This is an optimization exercise on Yosys and OpenROAD, whose aim is small area and few clock cycles per item, not a production implementation.
The RTL was checked by simulation tests, not by an equivalence proof against the original design.
The clock port is modelled as an ideal driver; clocking choices that lean on that would not hold on a real chip.
Power and IR drop assume default switching activity.

==> flow/design.v <==
`timescale 1ns/1ps
module layer_loader_top (
	input  logic        aclk,
	input  logic        aresetn,
	input  logic        desc_we_i,
	input  logic [31:0] desc_wei_addr_i,
	input  logic [24:0] desc_wei_nburst_i,
	input  logic [7:0]  desc_wei_last_bytes_i,
	input  logic [31:0] desc_ftm_addr_i,
	input  logic [24:0] desc_ftm_nburst_i,
	input  logic [7:0]  desc_ftm_last_bytes_i,
	output logic        desc_ready_o,
	input  logic        wb_full_i,
	input  logic        fb_full_i,
	input  logic        wb_sufficient_i,
	output logic        rd_start_o,
	output logic [31:0] rd_addr_o,
	output logic [24:0] rd_nburst_o,
	input  logic        rd_beat_i,
	input  logic [63:0] rd_data_i,
	output logic [7:0]  wb_we_o,
	output logic [7:0]  fb_we_o,
	output logic [63:0] buf_data_o,
	output logic        layer_done_o
);
	logic        active;    
	logic        open;      
	logic        sel;       
	logic        w_done;    
	logic        f_done;    
	logic [31:0] w_addr, f_addr;
	logic [24:0] w_rem, f_rem;
	logic [3:0]  w_lbi, f_lbi;
	logic [5:0]  k;         
	logic [24:0] c_rem;
	logic        c_final;
	logic        c_full;
	assign c_rem   = sel ? f_rem : w_rem;
	assign c_final = (c_rem[24:3] == '0) && !(c_rem[2] && (c_rem[1:0] != 2'b00));
	assign c_full  = sel ? fb_full_i : wb_full_i;
	assign desc_ready_o = !active;
	assign rd_start_o   = active && !open && !c_full;
	assign rd_addr_o    = sel ? f_addr : w_addr;
	assign rd_nburst_o  = {22'd0, !c_final || c_rem[2], c_final ? c_rem[1:0] : 2'b00};
	logic       beat;
	logic       s_done;
	logic [1:0] hi_t;
	logic [3:0] lo_t;
	logic       last_beat;
	assign beat      = rd_beat_i && open;
	assign s_done    = sel ? f_done : w_done;
	assign hi_t      = s_done ? ((sel ? f_rem[1:0] : w_rem[1:0]) - 2'd1) : 2'b11;
	assign lo_t      = s_done ? (sel ? f_lbi : w_lbi) : 4'hf;
	assign last_beat = beat && (k == {hi_t, lo_t});
	assign layer_done_o = last_beat && w_done && f_done;
	assign wb_we_o      = (beat && !sel) ? (8'd1 << k[2:0]) : 8'd0;
	assign fb_we_o      = (beat &&  sel) ? (8'd1 << k[2:0]) : 8'd0;
	assign buf_data_o   = rd_data_i;
	logic sel_nxt;
	assign sel_nxt = !f_done && (sel || w_done || wb_sufficient_i);
	always_ff @(posedge aclk) begin
		if (!aresetn) begin
			active <= 1'b0;
			open   <= 1'b0;
		end else begin
			if (!active) active <= desc_we_i;
			else if (layer_done_o) active <= 1'b0;
			if (rd_start_o) open <= 1'b1;
			else if (last_beat) open <= 1'b0;
		end
	end
	always_ff @(posedge aclk) begin
		k <= open ? (k + {5'd0, beat}) : 6'd0;
	end
	always_ff @(posedge aclk) begin
		if (!active) begin
			sel    <= 1'b0;
			w_done <= 1'b0;
			f_done <= 1'b0;
		end else begin
			if (last_beat) sel <= sel_nxt;
			if (rd_start_o && !sel && c_final) w_done <= 1'b1;
			if (rd_start_o &&  sel && c_final) f_done <= 1'b1;
		end
	end
	logic       rot;
	logic       c_inc, c_dec;      
	logic       a_lsb, r_lsb;
	assign rot   = beat && !s_done && (k < 6'd23);
	assign a_lsb = sel ? f_addr[9] : w_addr[9];
	assign r_lsb = sel ? f_rem[2]  : w_rem[2];
	always_ff @(posedge aclk) begin
		if (rd_start_o) begin
			c_inc <= 1'b1;
			c_dec <= 1'b1;
		end else if (rot) begin
			c_inc <= c_inc &&  a_lsb;
			c_dec <= c_dec && !r_lsb;
		end
	end
	always_ff @(posedge aclk) begin
		if (!active) begin
			w_addr <= desc_wei_addr_i;
			w_rem  <= desc_wei_nburst_i;
			f_addr <= desc_ftm_addr_i;
			f_rem  <= desc_ftm_nburst_i;
		end else if (rot) begin
			w_addr[31:9] <= {w_addr[9] ^ (c_inc && !sel), w_addr[31:10]};
			w_rem[24:2]  <= {w_rem[2]  ^ (c_dec && !sel), w_rem[24:3]};
			f_addr[31:9] <= {f_addr[9] ^ (c_inc &&  sel), f_addr[31:10]};
			f_rem[24:2]  <= {f_rem[2]  ^ (c_dec &&  sel), f_rem[24:3]};
		end
	end
	always_ff @(posedge aclk) begin
		if (!active) begin
			w_lbi <= desc_wei_last_bytes_i[6:3] - 4'd1;
			f_lbi <= desc_ftm_last_bytes_i[6:3] - 4'd1;
		end
	end
endmodule
export LEC_CHECK = 0
export CAP_MARGIN = 20
export CORE_MARGIN = 2
export CORE_UTILIZATION = 65
export SLEW_MARGIN = 20
create_clock -name core_clock -period 8.0 [get_ports {aclk}]
standard.sh (not shown) runs the stock make flow with config.mk's settings and CLKGATE_MAP_FILE= SYNTH_SCRIPT=/design/flow/synth_recipe.tcl, a recipe that flattens the netlist after the stock synthesis.
==> flow/flow/run.sh <==
#!/bin/bash
# Standard synthesis, then its combinational logic re-mapped by ABC for area (registers kept
# as they are); then the standard layout, with the ports buffered by the smallest buffer and a
# clock tree of clkbuf_8 without dummy loads. Each tool's output goes to a log here.
set -euo pipefail
W=$(pwd)

export BUFFER_PORTS_ARGS="-buffer_cell sky130_fd_sc_hd__buf_1"
export CTS_ARGS="-sink_clustering_enable -repair_clock_nets -dont_use_dummy_load -root_buf sky130_fd_sc_hd__clkbuf_8 -buf_list {sky130_fd_sc_hd__clkbuf_4}"
export POST_CTS_TCL="$W/flow/post_cts.tcl"
bash standard.sh synth > standard_synth.log 2>&1
R=$W/orfs/results/${FLOW_PLATFORM:-sky130hd}/layer_loader_top/base
LIB=$FLOW_HOME/platforms/sky130hd/lib/sky130_fd_sc_hd__tt_025C_1v80.lib
cp $R/1_2_yosys.v $W/standard_1_2_yosys.v
sed -e "s#LIBFILE#$LIB#g" -e "s#INFILE#$W/standard_1_2_yosys.v#" -e "s#OUTFILE#$W/remapped.v#" \
    -e "s#SCRIPTFILE#$W/flow/abc_area.script#" -e "s#TOPNAME#${FLOW_TOP:-layer_loader_top}#" \
    $W/flow/remap.ys > $W/remap_run.ys
yosys -s $W/remap_run.ys > remap.log 2>&1
cp $W/remapped.v $R/1_2_yosys.v
rm -f $R/1_synth.odb $R/1_synth.sdc
bash standard.sh finish > standard.log 2>&1
==> flow/flow/post_cts.tcl <==
# After clock tree synthesis: a leaf clock buffer whose flip-flop clock pins would see a slow
# slew (estimated from the placement) is upsized from clkbuf_4 to clkbuf_8, then placement is
# legalized again.
estimate_parasitics -placement
set upsized 0
foreach inst [get_cells -filter "ref_name == sky130_fd_sc_hd__clkbuf_4"] {
  set out [get_pins -of_objects $inst -filter "direction == output"]
  set worst 0.0
  foreach p [get_pins -of_objects [get_nets -of_objects $out] -filter "direction == input"] {
    foreach a {slew_max_rise slew_max_fall} {
      set s [get_property $p $a]
      if {$s > $worst} { set worst $s }
    }
  }
  if {$worst > 0.095} {
    puts "post_cts: upsizing [get_full_name $inst] (worst sink slew $worst ns)"
    replace_cell $inst sky130_fd_sc_hd__clkbuf_8
    incr upsized
  }
}
puts "post_cts: upsized $upsized leaf clock buffers"
if {$upsized > 0} {
  detailed_placement
  check_placement -verbose
  estimate_parasitics -placement
}
Other scripts of this flow, unchanged in this note and not shown: flow/flow/abc_area.script, flow/flow/remap.ys
Testbench counts at the start, summed over its fixed seeds: cycles 86,800, beats 73,010.
Rerun with:
--- a/flow/flow/run.sh
+++ b/flow/flow/run.sh
@@ -6,6 +6,4 @@
 W=$(pwd)
-
 export BUFFER_PORTS_ARGS="-buffer_cell sky130_fd_sc_hd__buf_1"
-export CTS_ARGS="-sink_clustering_enable -repair_clock_nets -dont_use_dummy_load -root_buf sky130_fd_sc_hd__clkbuf_8 -buf_list {sky130_fd_sc_hd__clkbuf_4}"
-export POST_CTS_TCL="$W/flow/post_cts.tcl"
+export CTS_ARGS="-sink_clustering_enable -repair_clock_nets -dont_use_dummy_load -root_buf sky130_fd_sc_hd__clkbuf_16 -buf_list {sky130_fd_sc_hd__clkbuf_4}"
 bash standard.sh synth > standard_synth.log 2>&1
removed: flow/flow/post_cts.tcl
Effect:
- The new run ran to the end with no violations
- combinational power stays flat
- maximum frequency is about the same
- sequential power hardly moves
- clock power goes down by 8.3%
- clock-buffer cell count does not change
- final area is lower by 0.47%
- power falls by 2.1%
- wire length hardly moves
Rerun with:
--- a/flow/flow/run.sh
+++ b/flow/flow/run.sh
@@ -7,3 +7,3 @@
 export BUFFER_PORTS_ARGS="-buffer_cell sky130_fd_sc_hd__buf_1"
-export CTS_ARGS="-sink_clustering_enable -repair_clock_nets -dont_use_dummy_load -root_buf sky130_fd_sc_hd__clkbuf_16 -buf_list {sky130_fd_sc_hd__clkbuf_4}"
+export CTS_ARGS="-sink_clustering_enable -repair_clock_nets -dont_use_dummy_load -root_buf sky130_fd_sc_hd__clkbuf_8 -buf_list {sky130_fd_sc_hd__clkbuf_4}"
 bash standard.sh synth > standard_synth.log 2>&1
Settings changed: CORE_UTILIZATION 65 to 50.
After rerunning:
- wire length came out lower by 3.5%
- via count fell by 2.6%
- synthesized area does not change
- worst setup slack loses 810 ps
- final cell count grows by 5.2%
- design area is higher by 0.56%
- worst hold slack improves by 16 ps
- die area grows by 29%
- utilization shrinks by 15 points
- register-to-register slack loses 740 ps
- total power shrinks by 0.94%
Rerun with:
--- a/flow/flow/run.sh
+++ b/flow/flow/run.sh
@@ -2,8 +2,12 @@
 # Standard synthesis, then its combinational logic re-mapped by ABC for area (registers kept
-# as they are); then the standard layout, with the ports buffered by the smallest buffer and a
-# clock tree of clkbuf_8 without dummy loads. Each tool's output goes to a log here.
+# as they are); then the standard layout, with the ports buffered by the smallest buffer, a
+# clock tree of clkbuf_4 leaves (upsized where their flip-flops would see a slow clock slew,
+# flow/post_cts.tcl) under a clkbuf_8 root, without dummy loads. Each tool's output goes to
+# a log here.
 set -euo pipefail
 W=$(pwd)
+
 export BUFFER_PORTS_ARGS="-buffer_cell sky130_fd_sc_hd__buf_1"
 export CTS_ARGS="-sink_clustering_enable -repair_clock_nets -dont_use_dummy_load -root_buf sky130_fd_sc_hd__clkbuf_8 -buf_list {sky130_fd_sc_hd__clkbuf_4}"
+export POST_CTS_TCL="$W/flow/post_cts.tcl"
 bash standard.sh synth > standard_synth.log 2>&1
==> flow/flow/post_cts.tcl (new file) <==
# After clock tree synthesis: a leaf clock buffer whose flip-flop clock pins would see a slow
# slew (estimated from the placement) is upsized from clkbuf_4 to clkbuf_8, then placement is
# legalized again.
estimate_parasitics -placement
set upsized 0
foreach inst [get_cells -filter "ref_name == sky130_fd_sc_hd__clkbuf_4"] {
  set out [get_pins -of_objects $inst -filter "direction == output"]
  set worst 0.0
  foreach p [get_pins -of_objects [get_nets -of_objects $out] -filter "direction == input"] {
    foreach a {slew_max_rise slew_max_fall} {
      set s [get_property $p $a]
      if {$s > $worst} { set worst $s }
    }
  }
  if {$worst > 0.105} {
    puts "post_cts: upsizing [get_full_name $inst] (worst sink slew $worst ns)"
    replace_cell $inst sky130_fd_sc_hd__clkbuf_8
    incr upsized
  }
}
puts "post_cts: upsized $upsized leaf clock buffers"
if {$upsized > 0} {
  detailed_placement
  check_placement -verbose
  estimate_parasitics -placement
}
Settings changed: CORE_UTILIZATION 50 to 65.
Outcome: Die area goes down by about 22%; setup slack is better by 810 ps; routed wire length goes up by 3.9%; fmax goes up by 15%; global-route usage goes up by 8.6 points; clock power goes up by 8.7%; design area is about the same; final cell count goes down by 4.9%; clock skew goes up by 4.9 ps; synthesized area does not change.

-- separate check: timing with driven ports --
The results above use ideal ports. As a check the final layouts listed here were re-extracted and re-timed, cells and wires unchanged. Step 1 assumes that a clkbuf_16 drives the clock port and a buf_2 every other input. Step 2, shift: input delay + t, output delay - t, t = (earliest + latest rising clock arrival at the registers) / 2. This alone moves slack from input paths to output paths. Three values: ideal ports, drivers, drivers and shift; two values: the first two.
run | t (ns) | setup slack, ns | worst hold slack (ns) | clock arrival spread, ns | worst data-port slew with drivers (ns)
the first run | 0.440 | 2.549 / 2.513 / 2.953 | 0.485 / 0.485 / 0.485 | 0.027 / 0.028 | 0.19
the second run | 0.383 | 2.549 / 2.508 / 2.891 | 0.469 / 0.469 / 0.469 | 0.043 / 0.043 | 0.18
the third run | 0.441 | 1.744 / 1.707 / 2.148 | 0.485 / 0.485 / 0.485 | 0.032 / 0.032 | 0.18
the fourth run | 0.432 | 2.551 / 2.514 / 2.946 | 0.485 / 0.485 / 0.485 | 0.032 / 0.032 | 0.19
After both steps setup and hold are still met in every run listed.
